This is an optimization exercise on Yosys and OpenROAD, whose aim is small area, not a production implementation.
Function was checked by simulation only, so behaviour that the tests miss may differ from the original.
Power figures rest on the tool's default switching activity, not on a simulated workload.

==> flow/design.v <==
module dmem_wait_responder #(
    parameter int DEPTH   = 128,
    parameter int LATENCY = 2
) (
    input  logic        clk_i,
    input  logic        rst_i,
    input  logic        req_valid_i,
    output logic        req_ready_o,
    input  logic        req_write_i,
    input  logic [31:0] req_addr_i,
    input  logic [31:0] req_wdata_i,
    output logic        rsp_valid_o,
    output logic [31:0] rsp_rdata_o,
    output logic        rsp_err_o,
    output logic        busy_o
);
    localparam int NG = 32;         
    localparam int GW = 5;
    localparam int NA = 11;         
    logic [1:0]    r_state;
    logic [2:0]    r_cnt;           
    logic          r_clr_done;      
    logic          r_wr, r_rd, r_err;
    logic [GW-1:0] r_grp;
    logic [1:0]    r_lo;
    logic [31:0]   r_data;          
    logic [31:0]   r_ring [NG][4];
    logic          w_idle, w_acc, w_bad, w_first, w_clr, w_pol_nxt;
    logic [1:0]    w_need;
    logic          w_live_hit, w_reg_hit, w_rhit, w_rsel_any, w_whit;
    logic [NG-1:0] w_rsel, w_ins, w_g, w_gn;
    logic [31:0]   w_raw, w_y, w_b;
    always_comb begin
        w_idle     = (r_state == 2'd0);
        w_acc      = w_idle && req_valid_i;
        w_bad      = (|req_addr_i[1:0]) || (|req_addr_i[31:9]);
        w_first    = !r_clr_done && (r_cnt == 3'd7);
        w_clr      = !r_clr_done;
        w_need     = 2'd0 - r_cnt[1:0];
        w_live_hit = w_idle && !w_first && req_valid_i && !req_write_i &&
                     (req_addr_i[3:2] == w_need);
        w_reg_hit  = !w_idle && r_rd && (r_lo == w_need);
        w_rhit     = w_reg_hit || (w_idle && req_valid_i && !req_write_i &&
                                   (req_addr_i[3:2] == w_need));
        w_rsel_any = w_reg_hit || w_live_hit;
        w_whit     = r_wr && (r_lo == w_need - 2'd1);
        w_pol_nxt  = r_cnt[2] ^ (r_cnt[1:0] == 2'd3);
        w_b        = ~(r_data ^ {32{w_pol_nxt}});
        for (int g = 0; g < NG; g++) begin
            w_rsel[g] = (w_live_hit && (req_addr_i[8:4] == GW'(g))) ||
                        (w_reg_hit && (r_grp == GW'(g)));
            w_ins[g]  = w_whit && (r_grp == GW'(g));
            w_g[g]    = w_ins[g] || w_clr;
            w_gn[g]   = !w_ins[g];
        end
        w_y = ({32{w_rsel_any}} & (w_raw ^ {32{r_cnt[2]}})) | ({32{!w_rhit}} & r_data);
    end
    for (genvar b = 0; b < 32; b++) begin : g_rd
        logic [NA-1:0] w_n;
        for (genvar k = 0; k < NA; k++) begin : g_aoi
            if (3 * k + 2 < NG) begin : g_3
                dmem_aoi222 u_aoi (
                    .a0(r_ring[3*k][0][b]),   .s0(w_rsel[3*k]),
                    .a1(r_ring[3*k+1][0][b]), .s1(w_rsel[3*k+1]),
                    .a2(r_ring[3*k+2][0][b]), .s2(w_rsel[3*k+2]),
                    .y_n(w_n[k])
                );
            end else begin : g_2
                dmem_aoi22 u_aoi (
                    .a0(r_ring[3*k][0][b]),   .s0(w_rsel[3*k]),
                    .a1(r_ring[3*k+1][0][b]), .s1(w_rsel[3*k+1]),
                    .y_n(w_n[k])
                );
            end
        end
        assign w_raw[b] = ~&w_n;
    end
    always_ff @(posedge clk_i or negedge rst_i) begin
        if (!rst_i) begin
            r_state    <= 2'd0;
            r_cnt      <= 3'd7;
            r_clr_done <= 1'b0;
            r_wr       <= 1'b0;
            r_rd       <= 1'b0;
            r_err      <= 1'b0;
        end else begin
            r_state    <= (w_idle && !req_valid_i) ? 2'd0 : r_state + 2'd1;
            r_cnt      <= r_cnt + 3'd1;
            r_clr_done <= r_clr_done || (r_cnt == 3'd2);
            if (w_acc) begin
                r_wr  <= req_write_i && !w_bad;
                r_rd  <= !req_write_i && !w_bad;
                r_err <= w_bad;
            end
        end
    end
    always_ff @(posedge clk_i) begin
        if (w_acc) begin
            r_grp <= req_addr_i[8:4];
            r_lo  <= req_addr_i[3:2];
        end
        r_data <= (w_acc && req_write_i) ? req_wdata_i : w_y;
    end
    for (genvar g = 0; g < NG; g++) begin : g_grp
        logic [31:0] w_s0;
        for (genvar b = 0; b < 32; b++) begin : g_bit
            dmem_oai22 u_oai (
                .a0(r_ring[g][3][b]), .b0(w_g[g]),
                .a1(w_b[b]),          .b1(w_gn[g]),
                .y_n(w_s0[b])
            );
        end
        always_ff @(posedge clk_i) begin
            r_ring[g][0] <= w_s0;
            r_ring[g][1] <= r_ring[g][0];
            r_ring[g][2] <= r_ring[g][1];
            r_ring[g][3] <= r_ring[g][2];
        end
    end
    assign req_ready_o = w_idle;
    assign busy_o      = !w_idle;
    assign rsp_valid_o = (r_state == 2'd3);
    assign rsp_err_o   = (r_state == 2'd3) && r_err;
    assign rsp_rdata_o = (r_state == 2'd3 && r_rd) ? w_y : 32'd0;
endmodule
module dmem_aoi222 (
    input  logic a0, s0, a1, s1, a2, s2,
    output logic y_n
);
    assign y_n = ~((a0 & s0) | (a1 & s1) | (a2 & s2));
endmodule
module dmem_aoi22 (
    input  logic a0, s0, a1, s1,
    output logic y_n
);
    assign y_n = ~((a0 & s0) | (a1 & s1));
endmodule
module dmem_oai22 (
    input  logic a0, b0, a1, b1,
    output logic y_n
);
    assign y_n = ~((a0 | b0) & (a1 | b1));
endmodule
==> flow/flow/run.sh <==
#!/bin/bash
# Own flow: the standard layout (standard.sh), with two ORFS arguments changed:
#  - clock tree: larger sink clusters driven by clkbuf_16, no dummy loads;
#  - port buffers: buf_2 instead of the resizer's default choice.
# Every step's full output stays in the ORFS logs under orfs/logs, and make's
# own output in standard.log.
set -euo pipefail
export CTS_ARGS="-sink_clustering_enable -repair_clock_nets -buf_list sky130_fd_sc_hd__clkbuf_16 -sink_clustering_size 30 -sink_clustering_max_diameter 50 -dont_use_dummy_load"
export BUFFER_PORTS_ARGS="-buffer_cell sky130_fd_sc_hd__buf_2"
bash standard.sh > standard.log 2>&1
==> flow/standard.sh <==
#!/bin/bash
# synth_recipe.tcl (not shown) runs the flow's synth.tcl, then flattens the netlist and writes it again
# the make line also repeats each setting of config.mk as NAME=value (left out here)
make -C /OpenROAD-flow-scripts/flow DESIGN_CONFIG=/design/flow/config.mk WORK_HOME=/design/flow/orfs CLKGATE_MAP_FILE= SYNTH_SCRIPT=/design/flow/synth_recipe.tcl "${@:-finish}"
==> flow/config.mk <==
export PLATFORM = sky130hd
export DESIGN_NAME = dmem_wait_responder
export DESIGN_NICKNAME = dmem_wait_responder
export VERILOG_FILES = /design/flow/design.v
export SDC_FILE = /design/flow/constraint.sdc
export NUM_CORES = 4
export LEC_CHECK = 0
export CAP_MARGIN = 10
export CELL_PAD_IN_SITES_DETAIL_PLACEMENT = 0
export CELL_PAD_IN_SITES_GLOBAL_PLACEMENT = 1
export CORE_MARGIN = 2
export CORE_UTILIZATION = 65
export SLEW_MARGIN = 10
export SYNTH_HIERARCHICAL = 1
==> flow/constraint.sdc <==
create_clock -name core_clock -period 7.0 [get_ports {clk_i}]
set_input_delay 1.4000 -clock core_clock [delete_from_list [all_inputs] [get_ports {clk_i}]]
set_output_delay 1.4000 -clock core_clock [all_outputs]
set_load 0.01 [all_outputs]
==> metrics.md, run 1 <==
| Metric | Value |
|---|---|
| Run status | `finished clean` |
| Drt pass-1 iters | `12` |
| Final setup vio count | `0` |
| Timing startpoint of the critical path | `r_state[0]$_DFF_PN0_` |
| Unrepaired setup endpoints after global routing | `false` |
| Initial Util | `0.655` |
| Share of cells above drive strength 1 | `0.0998` |
| WP data required | `about 5.6 ns` |
| Crit path DAT | `about 5.5 ns` |
| Routed WL | `roughly 260000 um` |
| Synth Register Bits | `4144` |
| Seq pwr share | `0.626` |
| Layout overhead on the synthesized area | `10.9%` |
| Vias per cell | `6.21` |
| Nets | `6650` |
| GRT Overall Usage | `0.334` |
| H-tree lvl count | `4` |
| ANT nets after route | `0` |
| R2r endpoint | `r_data[27]$_DFF_P_` |
| Leak | `41.5 nW` |
| Critical path destination | `rsp_rdata_o[2]` |
| Placer Congestion | `about 0.85` |
| Clock transition at path regs | `0.11 ns` |
| Sw Ratio | `0.229` |
| First-pass GRT wire length | `around 370000 um` |
| Gr ovfl total | `0` |
| R2r setup slk | `about 2.4 ns` |
| Seq/Total Area, Yosys | `0.858` |
| Vias in the first global route | `52200` |
| Cell taking the most area after synthesis | `dfxtp_1` |
| Longest Clk Path Bufs | `3` |
| Total area of sequential cells | `between 80000 and 90000 um2` |
| Mapped Cells | `6129` |
| TritonCTS Sinks | `4144` |
| CTS tree | `done` |
| # rows | `141` |
| Max-slew violations | `0` |
| Reg2Reg Depth | `13` |
| Top cell type's share of synthesized area | `0.854` |
| Final hold violation count | `0` |
| Multi-input logic area | `~14000 um2` |
| Final period util | `0.981` |
| Worst Clk Skew | `~0.12 ns` |
| Pre-CTS setup slack | `~0.18 ns` |
| Switching power total | `8.73 mW` |
| Clock share of power | `0.311` |
| Slew margin rel. | `0.137` |
| Library cells used by synthesis | `43` |
| CP max FO | `16` |
| Setup TNS | `0 ns` |
| Hold-fix buffers, CTS | `0` |
| Combinational power share | `0.063` |
| Pwr dens | `about 350 nW/um2` |
| Startpoint Class | `register` |
| Clock latency (worst-skew pair) | `roughly 0.86 ns` |
| PortBufs | `103` |
| Die height | `slightly below 400 um` |
| Initial antenna violation count | `8` |
| Top_reg_cell synth | `dfxtp_1` |
| Initial drt markers | `slightly above 6000` |
| Mean post-synth cell area | `~16 um2` |
| RR Startpoint | `r_state[0]$_DFF_PN0_` |
| Routed len/inst | `30.3 um` |
| Yosys warnings | `9` |
| Residual DRC | `0` |
| Peak supply drop | `slightly below 400 uV` |
| Fmax | `0.146 GHz` |
| Min Clock Period, post-route | `slightly below 7 ns` |
| Final setup margin | `about 0.13 ns` |
| Element type at the critical path end | `primary output` |
| Largest cells by area after synthesis | `dfxtp_1 (85%), o22ai_1 (6.8%), a222oi_1 (3.3%)` |
| Post-synth EDFFs | `7` |
| Setup CP Type | `register to primary output` |
| Least-Margin Pin Slew | `around 1.3 ns` |
| Ys async rst share | `0.00217` |
| Fillers | `a little under 10000` |
| Hold Crit Class | `register to register` |
| Core footprint | `approximately 150000 um2` |
| Die X | `about 390 um` |
| Die footprint | `152000 um2` |
| Internal power | `between 20 and 30 mW` |
| Via count | `approximately 53000` |
| Hpwl dp | `around 150000 um` |
| Largest net degree at the start of global routing | `39` |
| IO Count | `approximately 100` |
| Synth Net Count | `a little over 6000` |
| TritonCTS Buffers | `199` |
| Post-Syn Area | `96800 um2` |
| CTS root buf | `clkbuf_16` |
| Maxcap violations | `0` |
==> metrics by stage <==
stage / total power [mW] / util / cells / hold WS [ns] / cell area, um2
3_3_place_gp: 26.7 / 0.692 / 8301 / 0.310 / 102000
2_1_floorplan: 25.4 / - / 6129 / 0.310 / 96800
3_5_place_dp: 26.7 / 0.692 / 8301 / 0.312 / 102000
4_1_cts: 38.1 / 0.726 / 8500 / 0.254 / 107000
6_report: 38.1 / 0.726 / 8507 / 0.247 / 107000
5_1_grt: 39.0 / 0.726 / 8505 / 0.253 / 107000
==> power groups by stage <==
stage          clock network (mW)  registers [mW]  logic [mW]
2_1_floorplan                   0            24.3        1.08
3_3_place_gp                    0            24.4        2.34
3_5_place_dp                    0            24.4        2.35
4_1_cts                      11.9            23.8        2.36
5_1_grt                      12.7            23.8        2.44
6_report                     11.8            23.8        2.41
==> cell type report <==
cell class,count,share of cell area
antenna,2,0.0000466
clock buffer,199,0.0464
inverter,38,0.00133
multi-input combinational,1896,0.135
sequential,4144,0.774
tap,1930,0.0225
timing repair buffer,298,0.0212
==> critical path: stages (launching register included) <==
cell and delay (ns):
dfrtp_1 0.40, inv_1 0.15, ha_1 0.42, and3b_1 0.47, and4_2 0.43, nand3_1 0.38, o22ai_4 0.70, buf_4 0.36
a222oi_1 0.14, nand4_1 0.26, nor3_1 0.15, buf_4 0.18, xnor2_1 0.30, a22o_1 0.19, buf_2 0.14
==> cell families after synthesis <==
family,count (synthesis),share of synthesized area
DFF,4144,0.858
adders and majority gates,5,0.000646
buffers and inverters,89,0.00368
xor gates and xnor gates,67,0.00606
muxes,1,0.000116
and+or+nand+nor,282,0.0153
AOI/OAI and AO/OA,1541,0.116
==> cell usage in the layout, fill, tap and decap left out, types with 3 or more instances in the layout <==
master and n:
nor2b_1 6, xnor2_1 34, nor2_1 14, nand3_1 40, nor3_2 3, nand2b_1 8, o41ai_1 31, o22ai_1 1024
nor3_1 37, a22o_1 34, nor4_1 6, dfstp_2 3, nand4b_1 3, o21ai_4 32, a22oi_2 32, buf_12 24
buf_4 171, o22ai_4 32, nand2_2 11, a21o_1 32, nand4_1 68, dfrtp_1 5, ha_1 4, buf_2 103
nand2_1 69, dfxtp_1 4128, a222oi_1 320, xnor2_2 31, edfxtp_1 7, clkbuf_16 199, inv_1 38
==> state kept, by name (all words and copies together), names as in the netlist <==
name	cells
r_data	32
r_rd	1
r_clr_done	1
r_lo	2
r_wr	1
r_cnt	3
r_ring	4096
r_state	2
r_grp	5
r_err	1
==> metal layers <==
metal	vias up	track usage	part of all wire
met5	-	0.00415	0.00053
met1	26700	0.491	0.45
met2	2269	0.490	0.43
met3	461	0.0727	0.087
met4	8	0.121	0.038
li1	23400	-	-
==> synthesized netlist by cell type (14+ instances only) <==
master,number
dfxtp_1,4128
o22ai_1,1056
a222oi_1,320
nand2_1,80
nand4_1,68
xnor2_1,66
nand3_1,41
nor3_1,40
inv_1,38
a22o_1,34
o21ai_0,33
a21o_1,32
a22oi_2,32
clkbuf_1,32
o41ai_1,31
nor2_1,14
==> repair_timing <==
action,in CTS,in global routing
setup endpoints to repair,4,3
resized for setup,2,1
gates cloned,0,0
buffers inserted,0,5
pin swaps,0,2
==> Yosys stat by module (local to each module, per instance) <==
| module | copies in the design | cells |
|---|---|---|
| dmem_oai22 | 1024 | 1 |
| dmem_aoi222 | 320 | 1 |
| dmem_wait_responder | 1 | 4753 |
| dmem_aoi22 | 32 | 1 |
==> worst min-delay path by stage <==
stage / from / end / slack (ns) / depth (start not counted)
after CTS: r_ring[117][11]$_DFF_P_ / r_ring[118][11]$_DFF_P_ / 0.25 / 0
after detailed placement: r_ring[117][26]$_DFF_P_ / r_ring[118][26]$_DFF_P_ / 0.31 / 0
after floorplan: r_ring[101][0]$_DFF_P_ / r_ring[102][0]$_DFF_P_ / 0.31 / 0
final: r_ring[117][11]$_DFF_P_ / r_ring[118][11]$_DFF_P_ / 0.25 / 0
after global routing: r_ring[117][11]$_DFF_P_ / r_ring[118][11]$_DFF_P_ / 0.25 / 0
after global placement: r_ring[121][29]$_DFF_P_ / r_ring[122][29]$_DFF_P_ / 0.31 / 0
==> inputs of run 2 (changes only) <==
--- a/flow/config.mk
+++ b/flow/config.mk
@@ -12,2 +12,3 @@
 export CORE_UTILIZATION = 65
+export GPL_TIMING_DRIVEN = 0
 export SLEW_MARGIN = 10
==> run 2 against run 1 <==
- clock power is essentially flat
- routed wire length shrank 1.4%
- critical endpoint is now rsp_rdata_o[4]
- fmax shrank 1.1%
- die area is the same
- global-route usage shrank 0.39 points
- final cell count grew 1.1%
- largest cell class unchanged
==> metrics.md, run 2 <==
| Metric | Value |
|---|---|
| Min Clock Period, post-route | `approximately 6.9 ns` |
| Largest registers | `r_ring x4096, r_data x32, r_grp x5` |
| Core footprint | `about 150000 um2` |
| Residual DRC | `0` |
| Final period util | `0.991` |
| Top_reg_cell synth | `dfxtp_1` |
| ANT nets after route | `0` |
| Crit path DAT | `5.54 ns` |
| Largest cells by area after synthesis | `dfxtp_1 (85%), o22ai_1 (6.8%), a222oi_1 (3.3%)` |
| Top reg by flops | `r_ring` |
| Total area of sequential cells | `around 83000 um2` |
| Run status | `finished clean` |
| Maxcap violations | `0` |
| Reg2Reg Depth | `14` |
| Final setup vio count | `0` |
| Gr ovfl total | `0` |
| Drt pass-1 iters | `9` |
| Element type at the critical path end | `primary output` |
| Peak supply drop | `about 260 uV` |
| Synth Net Count | `6202` |
| Clock transition at path regs | `0.11 ns` |
| Vias per cell | `6.15` |
| IO Count | `~100` |
| Least-Margin Pin Slew | `between 1 and 1.5 ns` |
| Initial Util | `0.655` |
| TritonCTS Buffers | `201` |
| Max-slew violations | `0` |
| Power Total | `between 30 and 40 mW` |
| Library cells used by synthesis | `43` |
| Hold-fix buffers, CTS | `0` |
| Commonest cells post-synth | `dfxtp_1 (4128), o22ai_1 (1056), a222oi_1 (320)` |
| Ys async rst share | `0.00217` |
| Initial antenna violation count | `12` |
| First-pass GRT wire length | `approximately 370000 um` |
| Final Util | `0.749` |
| DR WL met3 | `about 20000 um` |
| Post-synth EDFFs | `7` |
| Metal1 wirelength | `107000 um` |
| Leak | `~43 nW` |
| Share of cells above drive strength 1 | `0.113` |
| Hpwl dp | `roughly 170000 um` |
| Clock latency (worst-skew pair) | `0.85 ns` |
| Mean post-synth cell area | `between 15 and 20 um2` |
| CTS tree | `done` |
| Synth Register Bits | `4144` |
| Placer Congestion | `0.913` |
| Post-route cell area | `roughly 110000 um2` |
| DR top layer | `met5` |
| Routed WL | `254000 um` |
| Die height | `just under 400 um` |
| Longest Clk Path Bufs | `3` |
| Largest net degree at the start of global routing | `31` |
| Routed len/inst | `29.6 um` |
| Number of flip-flops in the largest register | `4096` |
| Hold Worst Slack | `0.260 ns` |
| Hold path cells | `0` |
| TritonCTS Sinks | `4144` |
| DR WL met2 | `114000 um` |
| Multi-input logic area | `14600 um2` |
| Placed inst area | `~110000 um2` |
| Post-Syn Area | `between 90000 and 100000 um2` |
| Die footprint | `between 150000 and 200000 um2` |
| CTS root buf | `clkbuf_16` |
| Initial drt markers | `5549` |
| Hold Crit Class | `register to register` |
| Slew margin rel. | `0.129` |
| Most frequent cells in the layout | `dfxtp_1 (4128), o22ai_1 (1024), a222oi_1 (320)` |
| Startpoint Class | `register` |
| Yosys warnings | `9` |
| Top cell type's share of synthesized area | `0.854` |
| Worst Clk Skew | `0.0946 ns` |
| Fillers | `around 9000` |
| Cell taking the most area after synthesis | `dfxtp_1` |
| Placed cells | `8371` |
| GRT Overall Usage | `0.330` |
| Setup CP Type | `register to primary output` |
| Non-filler cells, final | `8602` |
| Mapped Cells | `between 6000 and 7000` |
| Nets | `roughly 6700` |
| Final hold violation count | `0` |
| PortBufs | `103` |
| Layout overhead on the synthesized area | `14.4%` |
| Seq/Total Area, Yosys | `0.858` |
| Most common cell in the netlist | `dfxtp_1` |
| CP max FO | `17` |
| Pwr dens | `about 350 nW/um2` |
| Vias in the first global route | `53500` |
| # rows | `about 140` |
| Via count | `about 53000` |
| WP data required | `between 5 and 6 ns` |
| Die X | `390 um` |
| Most common cell after layout, fill and taps aside | `dfxtp_1` |
| Unrepaired setup endpoints after global routing | `false` |
| Fmax | `approximately 0.14 GHz` |
| H-tree lvl count | `4` |
==> run 2: cell type report <==
type                            instances  area share
Timing Repair Buffer                  339      0.0465
Inverter                               38     0.00129
Antenna cell                            6    0.000136
Sequential cell                      4144       0.750
Buffer                                 48     0.00216
Tap cell                             1930      0.0218
Clock buffer                          201      0.0454
Multi-Input combinational cell       1896       0.132
==> run 2: logic make-up after synthesis <==
kind of cell	after synthesis	share of synthesized area
mux	1	0.000116
flops	4144	0.858
xor+xnor	67	0.00606
compound gates	1541	0.116
buf+inv	89	0.00368
simple gates	282	0.0153
fa+ha+maj	5	0.000646
==> run 2: where the power goes <==
| part | internal [mW] | switching [mW] | total (mW) |
|---|---|---|---|
| combinational | 0.885 | 1.77 | 2.65 |
| sequential | 23.7 | 0.134 | 23.8 |
| clock | 5.10 | 6.75 | 11.8 |
| total | 29.7 | 8.65 | 38.3 |
==> run 2: repair_timing <==
| item | CTS | global route |
|---|---|---|
| pin swaps | 26 | 10 |
| gates resized for setup | 34 | 10 |
| endpoints found under the hold margin | 0 | 0 |
| setup endpoints to repair | 33 | 30 |
| buffers inserted | 25 | 1 |
| gates cloned | 1 | 0 |
==> run 2: through the flow <==
step                      setup slack (ns)  TNS [ns]
after floorplan                      0.441         0
final                               0.0606         0
after detailed placement             -1.31    -20.20
after CTS                         -0.00937  -0.00937
after global placement               -3.55   -823.95
after global routing               0.00571         0
==> run 2: per-layer routing <==
| metal | vias to the layer above | GRT usage |
|---|---|---|
| met4 | 14 | 0.153 |
| met2 | 2010 | 0.512 |
| li1 | 23600 | - |
| met5 | - | 0 |
| met1 | 26700 | 0.450 |
| met3 | 608 | 0.0677 |
==> run 2: worst max-delay path, cell delays in order (launching register included) <==
cell and delay [ns]:
dfstp_2 0.59, inv_1 0.07, ha_2 0.32, xor2_1 0.19
nand4_1 0.33, or4b_4 0.33, o22ai_4 0.13, buf_12 0.20
buf_4 0.16, buf_12 0.16, a222oi_1 0.38, nand4_1 0.64
nor3_2 0.56, xnor2_1 0.18, a22o_1 0.27, buf_2 0.14
==> run 2: worst paths after layout <==
check                                             start                       to  slack [ns]
worst max-delay path                 r_cnt[0]$_DFF_PN1_           rsp_rdata_o[4]        0.06
worst min-delay path            r_ring[114][29]$_DFF_P_  r_ring[115][29]$_DFF_P_        0.26
worst max register to register       r_cnt[0]$_DFF_PN1_        r_data[2]$_DFF_P_        2.31
worst min register to register  r_ring[114][29]$_DFF_P_  r_ring[115][29]$_DFF_P_        0.26
max in group asynchronous                         rst_i       r_cnt[2]$_DFF_PN1_        6.29
min in group asynchronous                         rst_i     r_state[0]$_DFF_PN0_        0.45
==> run 2: Yosys stat by module (local to each module, per instance) <==
module / copies in the design / area (um2)
dmem_aoi22: 32 / 12.5
dmem_aoi222: 320 / 10.0
dmem_oai22: 1024 / 6.26
dmem_wait_responder: 1 / 86800
==> inputs of run 3 (changes only) <==
--- a/flow/config.mk
+++ b/flow/config.mk
@@ -9,6 +9,6 @@
 export CELL_PAD_IN_SITES_DETAIL_PLACEMENT = 0
-export CELL_PAD_IN_SITES_GLOBAL_PLACEMENT = 1
+export CELL_PAD_IN_SITES_GLOBAL_PLACEMENT = 0
 export CORE_MARGIN = 2
-export CORE_UTILIZATION = 65
-export GPL_TIMING_DRIVEN = 0
+export CORE_UTILIZATION = 78
+export PLACE_DENSITY = 0.82
 export SLEW_MARGIN = 10
==> run 3 against run 2 <==
- the layout now fails its checks (setup timing)
- critical path depth shrank 1
- synthesized area unchanged
- core utilization increased by 12 points
- highest routed layer unchanged
- combinational power shrank 9.4%
- flip-flop and latch count unchanged
- worst hold slack improved by 0.0033 ns
- critical endpoint is now rsp_rdata_o[17]
- fmax down 1.2%
- clock power barely moved
- final area shrank 3.6%
- die area shrank 17%
- largest cell class unchanged
- largest power group unchanged
- synthesized cell count unchanged
==> metrics.md, run 3 <==
| Metric | Value |
|---|---|
| Internal power | `29.0 mW` |
| Layout overhead on the synthesized area | `10.3%` |
| WP depth | `14` |
| Worst Clk Skew | `roughly 0.081 ns` |
| Gr ovfl total | `0` |
| Maxcap violations | `0` |
| Cell family with the largest share of critical-path delay | `simple AND/OR/NAND/NOR gates` |
| GRT Overall Usage | `0.447` |
| CTS root buf | `clkbuf_16` |
| Fillers | `about 5000` |
| Pwr dens | `~350 nW/um2` |
| Crit path DAT | `approximately 5.6 ns` |
| Combinational power share | `0.063` |
| Top reg by flops | `r_ring` |
| Clock transition at path regs | `around 0.11 ns` |
| Library cells used by synthesis | `43` |
| Yosys warnings | `9` |
| TritonCTS Buffers | `185` |
| Hold Crit Class | `register to register` |
| Post-Syn Area | `around 97000 um2` |
| WP data required | `5.60 ns` |
| CP max-delay cell | `o22ai_4` |
| Largest cells by area after synthesis | `dfxtp_1 (85%), o22ai_1 (6.8%), a222oi_1 (3.3%)` |
| Unrepaired setup endpoints after global routing | `false` |
| Layout Check Fails | `setup timing` |
| Slowest cell delay on critical path | `about 0.75 ns` |
| Switching power total | `slightly below 9 mW` |
| Pre-CTS setup slack | `between 0.2 and 0.25 ns` |
| Hold-fix buffers, CTS | `0` |
| M3 GR Usage | `0.122` |
| GRT met1 Usage | `0.578` |
| Timing startpoint of the critical path | `r_state[0]$_DFF_PN0_` |
| Largest net degree at the start of global routing | `between 60 and 70` |
| Post-synth EDFFs | `7` |
| Synth Register Bits | `between 4000 and 5000` |
| Vias in the first global route | `59000` |
| Most common cell after layout, fill and taps aside | `dfxtp_1` |
| Largest registers | `r_ring x4096, r_data x32, r_grp x5` |
| Met2 Use GR | `0.668` |
| Sw Ratio | `0.234` |
| Setup CP Type | `register to primary output` |
| Top cell type's share of synthesized area | `0.854` |
| Cell taking the most area after synthesis | `dfxtp_1` |
| Seq pwr share | `0.629` |
| CTS tree | `done` |
| Die height | `356 um` |
| Initial Util | `0.784` |
| Min Clock Period, post-route | `7.03 ns` |
| Nets | `about 6700` |
| Element type at the critical path end | `primary output` |
| Residual DRC | `0` |
| Min-delay src | `r_ring[34][13]$_DFF_P_` |
| Max-slew violations | `0` |
| Top_reg_cell synth | `dfxtp_1` |
| Mean post-synth cell area | `15.8 um2` |
| ANT nets after route | `0` |
| TritonCTS Sinks | `approximately 4100` |
| Fmax | `approximately 0.14 GHz` |
| Seq/Total Area, Yosys | `0.858` |
| Most common cell in the netlist | `dfxtp_1` |
| Longest Clk Path Bufs | `3` |
| Startpoint Class | `register` |
| Placer Congestion | `0.941` |
| Synth Net Count | `just over 6000` |
| Reg2Reg Depth | `12` |
| Core footprint | `about 120000 um2` |
| Final setup vio count | `2` |
| CP max FO | `21` |
| Cell chain of the critical path | `inv_1 > ha_1 > and3b_1 > and4_2 > nand3b_1 > buf_4 > buf_4 > o22ai_4 > a222oi_1 > nand4_1 > nor3_1 > xnor2_1 > a22o_1 > buf_2` |
| Busiest grt layer | `met2` |
| Most frequent cells in the layout | `dfxtp_1 (4128), o22ai_1 (1024), a222oi_1 (320)` |
| Least-Margin Pin Slew | `approximately 1.3 ns` |
| Run status | `complete, but fails checks` |
| Drt pass-1 iters | `10` |
| Die footprint | `between 100000 and 150000 um2` |
| Initial drt markers | `9834` |
| Final setup margin | `-0.0255 ns` |
| Vias per cell | `7.01` |
| Final period util | `1.00` |
| Ys async rst share | `0.00217` |
| Commonest cells post-synth | `dfxtp_1 (4128), o22ai_1 (1056), a222oi_1 (320)` |
| Routed WL | `roughly 290000 um` |
| Share of cells above drive strength 1 | `0.101` |
| Hpwl dp | `157000 um` |
| Initial antenna violation count | `13` |
| First-pass GRT wire length | `~410000 um` |
| Via count | `about 58000` |
| Final Util | `0.864` |
| Die X | `roughly 360 um` |
| # rows | `129` |
| Slew margin rel. | `0.104` |
| Multi-input logic area | `around 14000 um2` |
| H-tree lvl count | `4` |
| PortBufs | `roughly 100` |
| Leak | `roughly 42 nW` |
| Routed len/inst | `approximately 35 um` |
| Buffers and inverters on the worst path | `4` |
| Final hold violation count | `0` |
| Peak supply drop | `around 360 uV` |
| CP most frequent cell | `buf_4` |
| Total area of sequential cells | `approximately 83000 um2` |
| Number of flip-flops in the largest register | `just over 4000` |
| Mapped Cells | `about 6000` |
| Clock share of power | `0.308` |
| IO Count | `between 100 and 150` |
| RR Startpoint | `r_cnt[0]$_DFF_PN1_` |
| Clock latency (worst-skew pair) | `slightly below 0.9 ns` |
| Hold path cells | `0` |
run 3: cell types whose count changed in the layout (fill, tap and decap cells not counted), moves of 10 or more:
cell       delta
buf_4       +183
buf_16       -89
buf_12       -40
buf_6        -34
buf_8        -33
nand2_1      +33
nand2_2      -32
clkbuf_1     -26
clkbuf_16    -18
buf_2        -10
run 3: power by group through the flow:
stage          clock (mW)  sequential, mW  combinational [mW]
6_report             11.7            23.8                2.40
5_1_grt              12.3            23.8                2.36
4_1_cts              11.5            23.8                2.26
3_5_place_dp            0            24.4                2.22
3_3_place_gp            0            24.3                2.17
2_1_floorplan           0            24.3                1.08
run 3: path summary, 6_finish.rpt:
check	end	slack, ns
min reg2reg	r_ring[35][13]$_DFF_P_	0.26
max reg2reg	r_data[27]$_DFF_P_	2.27
max in group asynchronous	r_cnt[1]$_DFF_PN1_	6.19
max	rsp_rdata_o[17]	-0.03
min	r_ring[35][13]$_DFF_P_	0.26
min in group asynchronous	r_state[1]$_DFF_PN0_	0.44
run 3: worst reg2reg max path, stage by stage (launching register included):
cell,delay [ns]
dfstp_2,0.57
inv_1,0.07
ha_1,0.37
xor2_1,0.24
and4_2,0.32
nand4b_1,0.42
o22ai_4,0.23
buf_4,0.23
a222oi_1,0.57
nand4_1,0.70
nor3_1,0.49
xnor2_1,0.17
a21o_1,0.22
run 3: layout make-up:
cell class                      instances  area share
Inverter                               38     0.00134
Antenna cell                            5    0.000117
Timing Repair Buffer                  327      0.0221
Sequential cell                      4144       0.778
Clock buffer                          185      0.0434
Tap cell                             1637      0.0192
Multi-Input combinational cell       1896       0.135
run 3: what timing repair did:
| item | in CTS | in global routing |
|---|---|---|
| gates cloned | 0 | 0 |
| endpoints found under the setup margin | 14 | 20 |
| buffers inserted | 0 | 5 |
| resized for setup | 7 | 13 |
| pin swaps | 1 | 8 |
run 3: layer usage:
layer,part of all wire,vias up
met5,0.00029,-
met4,0.074,12
met3,0.13,1246
met2,0.44,4723
met1,0.36,28300
li1,-,23400
run 3: Yosys stat by module (local to each module, per instance):
| module | flip-flops and latches | cells inside | cell area (um2) | times used |
|---|---|---|---|---|
| dmem_aoi22 | 0 | 1 | 12.5 | 32 |
| dmem_aoi222 | 0 | 1 | 10.0 | 320 |
| dmem_wait_responder | 4144 | 4753 | 86800 | 1 |
| dmem_oai22 | 0 | 1 | 6.26 | 1024 |
run 3: logic make-up (layout without fill, tap and decap cells):
family,Yosys count,in the layout,synth area share
AOI/OAI and AO/OA,1541,1541,0.116
xor gates and xnor gates,67,67,0.00606
adders and majority gates,5,5,0.000646
buffers and inverters,89,550,0.00368
DFF,4144,4144,0.858
muxes,1,1,0.000116
other,0,5,0
and+or+nand+nor,282,282,0.0153
run 3: per-stage QoR:
step	TNS, ns	instance area [um2]	hold slack [ns]	total power [mW]	cells
3_5_place_dp	0	102000	0.312	26.6	8037
5_1_grt	0	107000	0.270	38.5	8228
6_report	-0.0367	107000	0.263	37.9	8232
2_1_floorplan	0	96800	0.310	25.4	6129
3_3_place_gp	0	102000	0.309	26.5	8037
4_1_cts	0	107000	0.268	37.6	8222
==> inputs of run 4 (changes only) <==
==> flow/run.sh (new file) <==
#!/bin/bash
# synth_recipe.tcl (not shown) runs the flow's synth.tcl, then flattens the netlist and writes it again
# the make line also repeats each setting of config.mk as NAME=value (left out here)
make -C /OpenROAD-flow-scripts/flow DESIGN_CONFIG=/design/flow/config.mk WORK_HOME=/design/flow/orfs CLKGATE_MAP_FILE= SYNTH_SCRIPT=/design/flow/synth_recipe.tcl finish
--- a/flow/config.mk
+++ b/flow/config.mk
@@ -7,9 +7,10 @@
 export LEC_CHECK = 0
-export CAP_MARGIN = 10
+export CAP_MARGIN = 20
 export CELL_PAD_IN_SITES_DETAIL_PLACEMENT = 0
-export CELL_PAD_IN_SITES_GLOBAL_PLACEMENT = 0
+export CELL_PAD_IN_SITES_GLOBAL_PLACEMENT = 1
 export CORE_MARGIN = 2
-export CORE_UTILIZATION = 78
-export PLACE_DENSITY = 0.82
-export SLEW_MARGIN = 10
+export CORE_UTILIZATION = 65
+export CTS_BUF_LIST = sky130_fd_sc_hd__clkbuf_8
+export CTS_CLUSTER_SIZE = 40
+export SLEW_MARGIN = 20
 export SYNTH_HIERARCHICAL = 1
removed: flow/flow/run.sh
removed: flow/standard.sh
==> run 4 against run 3 <==
- the run now finishes clean
- flip-flop and latch count did not move
- sequential power about the same
- count of clock-buffer cells in the layout rose by 557
- clock power grew 56%
==> metrics.md, run 4 <==
| Metric | Value |
|---|---|
| Multi-input logic area | `between 10000 and 15000 um2` |
| PortBufs | `slightly above 100` |
| Routed WL | `around 260000 um` |
| Hold-fix buffers, CTS | `0` |
| Number of flip-flops in the largest register | `slightly above 4000` |
| Peak supply drop | `271 uV` |
| Post-route cell area | `~120000 um2` |
| Crit path DAT | `~5.5 ns` |
| Post-Syn Area | `96800 um2` |
| Hold Crit Class | `register to register` |
| RR Startpoint | `r_cnt[0]$_DFF_PN1_` |
| Die height | `~390 um` |
| Top reg by flops | `r_ring` |
| Longest Clk Path Bufs | `4` |
| ANT nets after route | `0` |
| Die footprint | `152000 um2` |
| Final hold violation count | `0` |
| Routed len/inst | `between 20 and 30 um` |
| Nets | `~7300` |
| Setup CP Type | `input pin to primary output` |
| Share of cells above drive strength 1 | `0.183` |
| Cell taking the most area after synthesis | `dfxtp_1` |
| Mean post-synth cell area | `about 16 um2` |
| Final period util | `0.991` |
| Commonest cells post-synth | `dfxtp_1 (4128), o22ai_1 (1056), a222oi_1 (320)` |
| Yosys warnings | `9` |
| Gr ovfl total | `0` |
| # rows | `141` |
| Fmax | `about 0.14 GHz` |
| Initial Util | `0.655` |
| Core footprint | `between 100000 and 150000 um2` |
| Hold Worst Slack | `approximately 0.27 ns` |
| Vias in the first global route | `roughly 58000` |
| Most frequent cells in the layout | `dfxtp_1 (4128), o22ai_1 (1024), clkbuf_8 (742)` |
| Worst Clk Skew | `roughly 0.081 ns` |
| Fillers | `roughly 8600` |
| Initial antenna violation count | `9` |
| Post-synth EDFFs | `7` |
| Drt pass-1 iters | `9` |
| CP max FO | `10` |
| Die X | `between 300 and 400 um` |
| Timing startpoint of the critical path | `req_write_i` |
| Reg2Reg Depth | `15` |
| Clock transition at path regs | `roughly 0.06 ns` |
| WP data required | `5.60 ns` |
| Top cell type's share of synthesized area | `0.854` |
| Largest net degree at the start of global routing | `41` |
| Residual DRC | `0` |
| Layout overhead on the synthesized area | `20.4%` |
| H-tree lvl count | `6` |
| Vias per cell | `just under 6` |
| Max-slew violations | `0` |
| Min Clock Period, post-route | `6.94 ns` |
| Hpwl dp | `149000 um` |
| Mapped Cells | `roughly 6000` |
| First-pass GRT wire length | `382000 um` |
| CTS root buf | `clkbuf_8` |
| Top_reg_cell synth | `dfxtp_1` |
| CTS tree | `done` |
| Slew margin rel. | `0.181` |
| IO Count | `approximately 100` |
| Largest cells by area after synthesis | `dfxtp_1 (85%), o22ai_1 (6.8%), a222oi_1 (3.3%)` |
| Library cells used by synthesis | `between 40 and 50` |
| GRT Overall Usage | `0.342` |
| Leak | `46.9 nW` |
| TritonCTS Buffers | `595` |
| Ys async rst share | `0.00217` |
| Placer Congestion | `0.874` |
| R2r endpoint | `r_data[31]$_DFF_P_` |
| TritonCTS Sinks | `4144` |
| Element type at the critical path end | `primary output` |
| Initial drt markers | `roughly 5700` |
| Critical path destination | `rsp_rdata_o[6]` |
| Via count | `56200` |
| Maxcap violations | `0` |
| Largest registers | `r_ring x4096, r_data x32, r_grp x5` |
| Power Total | `approximately 45 mW` |
| Synth Register Bits | `between 4000 and 5000` |
| Most common cell in the netlist | `dfxtp_1` |
| Synth Net Count | `6202` |
| Startpoint Class | `input pin` |
| Seq/Total Area, Yosys | `0.858` |
| Clock latency (worst-skew pair) | `1.04 ns` |
| R2r setup slk | `2.88 ns` |
| Most common cell after layout, fill and taps aside | `dfxtp_1` |
| Run status | `finished clean` |
| Placed inst area | `105000 um2` |
| Least-Margin Pin Slew | `~1.2 ns` |
| Pwr dens | `383 nW/um2` |
| Final setup vio count | `0` |
| Total area of sequential cells | `between 80000 and 90000 um2` |
[run 4: cell count changes in the layout (fill, tap and decap cells not counted), sizes merged, moves of 12 or more]
cell | before | now
buf | 327 | 400
clkdlybuf4s50 | 0 | 102
clkinvlp | 0 | 12
inv | 38 | 236
clkbuf | 185 | 743
clkinv | 0 | 42
[run 4: area by class of cell]
| class | count | share of cell area |
|---|---|---|
| sequential | 4144 | 0.713 |
| multi-input combinational | 1897 | 0.125 |
| clock buffer | 742 | 0.0877 |
| timing repair buffer | 504 | 0.0402 |
| tap | 1930 | 0.0207 |
| clock inverter | 260 | 0.0115 |
| inverter | 38 | 0.00122 |
| antenna | 3 | 0.0000644 |
[run 4: worst max-delay path: stages]
cell and delay, ns:
clkdlybuf4s50_1 0.46, and3b_2 0.28, and4_4 0.25, nand3b_1 0.14, buf_4 0.14, o22ai_4 0.13
buf_4 0.19, a222oi_1 0.87, nand4_1 0.23, buf_4 0.25, nor3_2 0.20, buf_4 0.14
xnor2_1 0.13, a22o_1 0.17, clkdlybuf4s50_1 0.54
[run 4: what timing repair did]
item / in CTS / in global routing
pin swaps: 10 / 12
gates resized for setup: 25 / 10
setup buffers: 13 / 2
setup endpoints to repair: 32 / 23
cloned: 0 / 2
[run 4: worst min path at each step]
stage | startpoint | to | slack, ns | depth (start not counted)
2_1_floorplan | r_ring[101][0]$_DFF_P_ | r_ring[102][0]$_DFF_P_ | 0.31 | 0
3_3_place_gp | r_ring[38][16]$_DFF_P_ | r_ring[39][16]$_DFF_P_ | 0.31 | 0
3_5_place_dp | r_ring[5][8]$_DFF_P_ | r_ring[6][8]$_DFF_P_ | 0.31 | 0
4_1_cts | r_ring[78][11]$_DFF_P_ | r_ring[79][11]$_DFF_P_ | 0.28 | 0
5_1_grt | r_ring[117][10]$_DFF_P_ | r_ring[118][10]$_DFF_P_ | 0.28 | 0
6_report | r_ring[97][11]$_DFF_P_ | r_ring[98][11]$_DFF_P_ | 0.27 | 0
[run 4: modules after synthesis, one instance, submodules excluded]
module	flip-flops and latches	area (um2)	copies in the design	cells
dmem_wait_responder	4144	86800	1	4753
dmem_aoi22	0	12.5	32	1
dmem_aoi222	0	10.0	320	1
dmem_oai22	0	6.26	1024	1
[run 4: layer usage]
layer / global-route usage / vias up / wire [um]
li1: - / 25000 / -
met1: 0.477 / 28300 / 115000
met2: 0.531 / 2385 / 120000
met3: 0.0725 / 490 / 20300
met4: 0.129 / 8 / 9060
met5: 0 / - / 52
[run 4: where the power goes]
group	internal (mW)	switching, mW
logic	0.672	1.87
registers	23.7	0.138
clock network	9.81	8.48
total	34.2	10.5
[run 4: cells by family after synthesis]
| group | after synthesis | share of synthesized area |
|---|---|---|
| AO/OA/AOI/OAI | 1541 | 0.116 |
| multiplexers | 1 | 0.000116 |
| buffers and inverters | 89 | 0.00368 |
| flip-flops | 4144 | 0.858 |
| XOR/XNOR | 67 | 0.00606 |
| adder cells (fa/ha/maj) | 5 | 0.000646 |
| AND/OR/NAND/NOR | 282 | 0.0153 |
[run 4: per-stage QoR]
step | setup TNS (ns) | util | worst slack, ns | std cells
2_1_floorplan | 0 | - | 0.441 | 6129
3_3_place_gp | -1.06 | 0.707 | -0.303 | 8496
3_5_place_dp | -1.11 | 0.707 | -0.269 | 8496
4_1_cts | 0 | 0.787 | 0.0274 | 9511
5_1_grt | -0.0856 | 0.788 | -0.0277 | 9518
6_report | 0 | 0.788 | 0.0630 | 9518

-- port drivers added, routing unchanged --
How much do the figures lean on ideal ports? The routed layouts below were timed once more, with nothing changed but the port constraints. Step 1 assumes that a clkbuf_16 drives the clock port and a buf_2 every other input. Step 2 adds t to the input delays and takes it off the output delays; t is the mean of the earliest and latest rising clock arrival at the registers after step 1. Input paths then give back, and output paths get back, about the clock's delay inside the block. Three values: ideal ports, drivers, drivers and shift; two values: the first two.
run | shift t [ns] | setup WS [ns] | worst setup path at the end | latest minus earliest clock arrival (ns) | worst register clock-pin slew, ns
run 1 | 0.890 | 0.134 / 0.043 / 0.290 | input to output | 0.120 / 0.120 | 0.11 / 0.11
run 2 | 0.885 | 0.061 / -0.122 / -0.122 | input to output | 0.095 / 0.095 | 0.11 / 0.11
run 3 | 0.931 | -0.025 / -0.109 / 0.058 | input to output | 0.094 / 0.093 | 0.11 / 0.11
run 4 | 1.071 | 0.063 / 0.007 / 0.038 | input to output | 0.083 / 0.083 | 0.07 / 0.07
Met with ideal ports but missed after step 2: setup timing in run 2. For run 2, which loses most, drivers alone change the setup slack by -0.183 ns; drivers and shift together by -0.183 ns.
